Context: an optimization exercise on an open-source flow, tuned for small area, a short achievable clock period and few clock cycles. The choices shown serve that exercise and are no tape-out recipe.
Only simulation tests tie the RTL to the original design; equivalence was not proved.
No activity file was given, so power comes from the tool's default toggle rates.

Design mem_subsystem, start of the top module:
module mem_subsystem (
    input  logic        clk_in,
    input  logic        rst_in,
    input  logic        rdy_in,
    input  logic [31:0] fetch_addr,
    output logic        fetch_hit,
    output logic [31:0] fetch_inst,
    input  logic        ld_valid,
    input  logic [31:0] ld_addr,
    input  logic [1:0]  ld_len,
    input  logic        ld_sext,
    input  logic [3:0]  ld_tag_in,
    output logic        ld_full,
    output logic        ld_done,
    output logic [31:0] ld_data,
    output logic [3:0]  ld_tag,
    input  logic        st_valid,
    input  logic [31:0] st_addr,
    input  logic [31:0] st_data,
    input  logic [1:0]  st_len,
    output logic        st_full,
    output logic        st_done,
    input  logic        io_buffer_full,
    input  logic [7:0]  mem_din,
    output logic [7:0]  mem_dout,
    output logic [31:0] mem_a,
    output logic        mem_wr
);
    logic        fm;
    logic        lm;
    logic        sm;
    logic [15:0] ra;
    logic [2:0]  rb;
    logic        dv;       
    logic [23:0] w;
    logic [1:0]  k;        
    logic [1:0]  last;     
    logic        sext_q;
    logic        st_done_q;
    logic        io_ok;    
    logic        hr;       
    logic        fetch_mode;
    logic        st_io;
    logic        ld_acc;
    logic        st_acc;
    logic        acc;
    logic        wide;
    logic        match;
    logic        cap;
    logic        restart;
    logic [17:0] port_a;
    logic [2:0]  rb_next;
    logic [31:0] raw;
    assign fetch_mode = fm;
    assign st_io = (st_addr[17:16] == 2'b11);
    assign ld_full = !fetch_mode;
    assign st_full = !fetch_mode || ld_valid || (st_io && !io_ok);
    assign ld_acc = fetch_mode && ld_valid;
    assign st_acc = fetch_mode && st_valid && !ld_valid && (io_ok || !st_io);
  ...
==> flow/config.mk <==
export PLATFORM = sky130hd
export DESIGN_NAME = mem_subsystem
export DESIGN_NICKNAME = mem_subsystem
export VERILOG_FILES = /design/flow/design.v
export SDC_FILE = /design/flow/constraint.sdc
export NUM_CORES = 4
export LEC_CHECK = 0
export CAP_MARGIN = 20
export CORE_MARGIN = 2
export CORE_UTILIZATION = 30
export SETUP_SLACK_MARGIN = 3.1
export SLEW_MARGIN = 20
==> flow/constraint.sdc <==
create_clock -name core_clock -period 7.0 [get_ports {clk_in}]
set_input_delay 1.4000 -clock core_clock [delete_from_list [all_inputs] [get_ports {clk_in}]]
set_output_delay 1.4000 -clock core_clock [all_outputs]
set_load 0.01 [all_outputs]
standard.sh (not shown) runs the stock make flow with config.mk's settings and CLKGATE_MAP_FILE= SYNTH_SCRIPT=/design/flow/synth_recipe.tcl, a recipe that flattens the netlist after the stock synthesis.
==> flow/flow/run.sh <==
#!/bin/bash
# Standard layout, with the port buffers made from the smallest buffer cell and
# a clock tree of small buffers without dummy loads.
export BUFFER_PORTS_ARGS="-buffer_cell sky130_fd_sc_hd__buf_1"
export CTS_ARGS="-sink_clustering_enable -repair_clock_nets -dont_use_dummy_load -buf_list {sky130_fd_sc_hd__clkbuf_4 sky130_fd_sc_hd__clkbuf_8}"
bash standard.sh > standard.log 2>&1
Testbench counts at the start, summed over its fixed seeds: cycles 24,672.
Then changed:
==> flow/flow/run.sh (replaced) <==
#!/bin/bash
# Standard layout, with the port buffers made from the smallest buffer cell and
# a clock tree of small buffers without dummy loads.
export BUFFER_PORTS_ARGS="-buffer_cell sky130_fd_sc_hd__buf_1"
export CTS_ARGS="-sink_clustering_enable -repair_clock_nets -dont_use_dummy_load -buf_list {sky130_fd_sc_hd__clkbuf_4}"
bash standard.sh > standard.log 2>&1
Settings changed: CORE_UTILIZATION 30 to 40, SETUP_SLACK_MARGIN 3.1 to 3.
What happened: Setup slack loses 80 ps; utilization grows by 9.5 points; cell count falls by a little under a tenth; count of clock-buffer cells in the layout is unchanged; cell area went down by a little under a tenth.
Then changed:
==> flow/flow/run.sh (replaced) <==
#!/bin/bash
# Standard layout, with the port buffers made from the smallest buffer cell and
# a clock tree of small buffers without dummy loads.
export BUFFER_PORTS_ARGS="-buffer_cell sky130_fd_sc_hd__buf_1"
export CTS_ARGS="-sink_clustering_enable -repair_clock_nets -dont_use_dummy_load -buf_list {sky130_fd_sc_hd__clkbuf_4 sky130_fd_sc_hd__clkbuf_8}"
bash standard.sh > standard.log 2>&1
Settings changed: SETUP_SLACK_MARGIN 3 to 2.75.
Via count decreases slightly; count of clock-buffer cells in the layout does not change; die area stays the same; routed wire length came out lower by a few percent; final cell count shrinks slightly; core utilization decreases by 1.5 points; design area drops by a few percent; worst setup slack is worse by 160 ps.
Then changed:
Settings changed: SETUP_SLACK_MARGIN 2.75 to 3.
Outcome: Power came out higher by 2.9%. Critical path depth came out higher by 1. Non-clock buffer count came out higher by 10. Combinational power came out higher by 9.1%. Clock-buffer cell count does not change. Wire length came out higher by 3.1%. Via count came out lower by 0.79%. Global-route usage came out higher by 0.44 points. Worst hold slack improved by 8.3 ps. Cell area came out higher by 4.3%.

========
mem_subsystem, a different RTL version from the one above (not shown whole).
For scale: about 500 cells after synthesis, about 57 flip-flops, roughly 4500 um2 of cells after synthesis.
clock: 7.0 ns
lec_check: 0
cap_margin: 20
core_margin: 2
core_utilization: 40
setup_slack_margin: 3.5
slew_margin: 20
==> flow/flow/run.sh <==
#!/bin/bash
# Standard layout, with the port buffers made from the smallest buffer cell.
export BUFFER_PORTS_ARGS="-buffer_cell sky130_fd_sc_hd__buf_1"
bash standard.sh > standard.log 2>&1
The baseline finished with timing, DRC and antenna clean.
Testbench counts at the start, summed over its fixed seeds: cycles 24,672.
Next try:
--- a/flow/config.mk
+++ b/flow/config.mk
@@ -9,4 +9,4 @@
 export CORE_MARGIN = 2
 export CORE_UTILIZATION = 40
-export SETUP_SLACK_MARGIN = 3.5
+export SETUP_SLACK_MARGIN = 2
 export SLEW_MARGIN = 20
=>
- The new run finished with timing, DRC and antenna clean
- worst setup slack got worse by 0.53 ns
- global-route usage shrinks by 2.5 points
- synthesized cell count does not change
- via count shrinks by a little under a tenth
- count of clock-buffer cells in the layout grows by 1
Next try:
--- a/flow/config.mk
+++ b/flow/config.mk
@@ -8,5 +8,5 @@
 export CAP_MARGIN = 20
 export CORE_MARGIN = 2
-export CORE_UTILIZATION = 40
-export SETUP_SLACK_MARGIN = 2
+export CORE_UTILIZATION = 60
+export SETUP_SLACK_MARGIN = 3
 export SLEW_MARGIN = 20
The changed run produced a clean layout.
Total power grows slightly.
Cell area is higher by a few percent.
Sequential share of layout area shrinks by 1.9 points.
Final cell count came out lower by a few percent.
Utilization went up by 30 points.
Clock skew came out higher by 0.0052 ns.
Worst setup slack gains 0.56 ns.
First-iteration DRC count came out higher by roughly a tenth.
Wire length went down slightly.
Next try:
--- a/flow/config.mk
+++ b/flow/config.mk
@@ -8,5 +8,5 @@
 export CAP_MARGIN = 20
 export CORE_MARGIN = 2
-export CORE_UTILIZATION = 60
+export CORE_UTILIZATION = 40
 export SETUP_SLACK_MARGIN = 3
 export SLEW_MARGIN = 20
The changed run went through all stages and came out clean; final area decreases by 0.41%; synthesized area is unchanged; worst hold slack gets worse by 0.0055 ns; worst setup slack improves by 0.059 ns; critical path depth rises by 1; routed wire length rises by 4.2%; final cell count increases by 5.2%; synthesized cell count does not change.
Next try:
--- a/flow/config.mk
+++ b/flow/config.mk
@@ -9,4 +9,4 @@
 export CORE_MARGIN = 2
 export CORE_UTILIZATION = 40
-export SETUP_SLACK_MARGIN = 3
+export SETUP_SLACK_MARGIN = 3.25
 export SLEW_MARGIN = 20
The changed run completed with no timing, DRC or antenna violations.
Hold slack is better by 0.010 ns.
Wire length rose by 6.0%.
Synthesized area stays the same.
Clock skew hardly moves.
Setup slack got worse by 0.084 ns.
Combinational power went up by 16%.
Sequential power is about the same.

port drivers added, routing unchanged:
How much do the figures lean on ideal ports? The routed layouts below were timed once more, with nothing changed but the port constraints. Step 1 sets driving cells, clkbuf_16 on the clock port and buf_2 on the other inputs (assumed; they add their load-dependent delay and slew). Step 2 also shifts input and output timing later by t, the mid clock arrival at the registers, as if the neighbouring blocks saw the same clock. Slacks: ideal ports / drivers / drivers and shift; pairs: ideal ports / drivers.
run	t (ns)	slack for setup (ns)	pins driven straight from the clock port
the first run of note 1	0.371	3.088 / 3.020 / 2.762	1
the second run of note 1	0.440	3.007 / 2.961 / 2.961	1
the third run of note 1	0.360	2.851 / 2.830 / 2.830	1
the fourth run of note 1	0.368	3.053 / 2.974 / 2.974	1
the first run of note 2	0.377	2.866 / 2.828 / 2.828	1
the second run of note 2	0.380	2.334 / 2.314 / 2.314	1
the third run of note 2	0.366	2.896 / 2.847 / 2.847	1
the fourth run of note 2	0.378	2.955 / 2.903 / 2.794	1
the fifth run of note 2	0.391	2.871 / 2.845 / 2.845	1
After both steps every run listed still meets setup and hold. The setup slack of the first run of note 1, which loses most, moves by -0.068 ns with the drivers and by -0.326 ns with both steps.
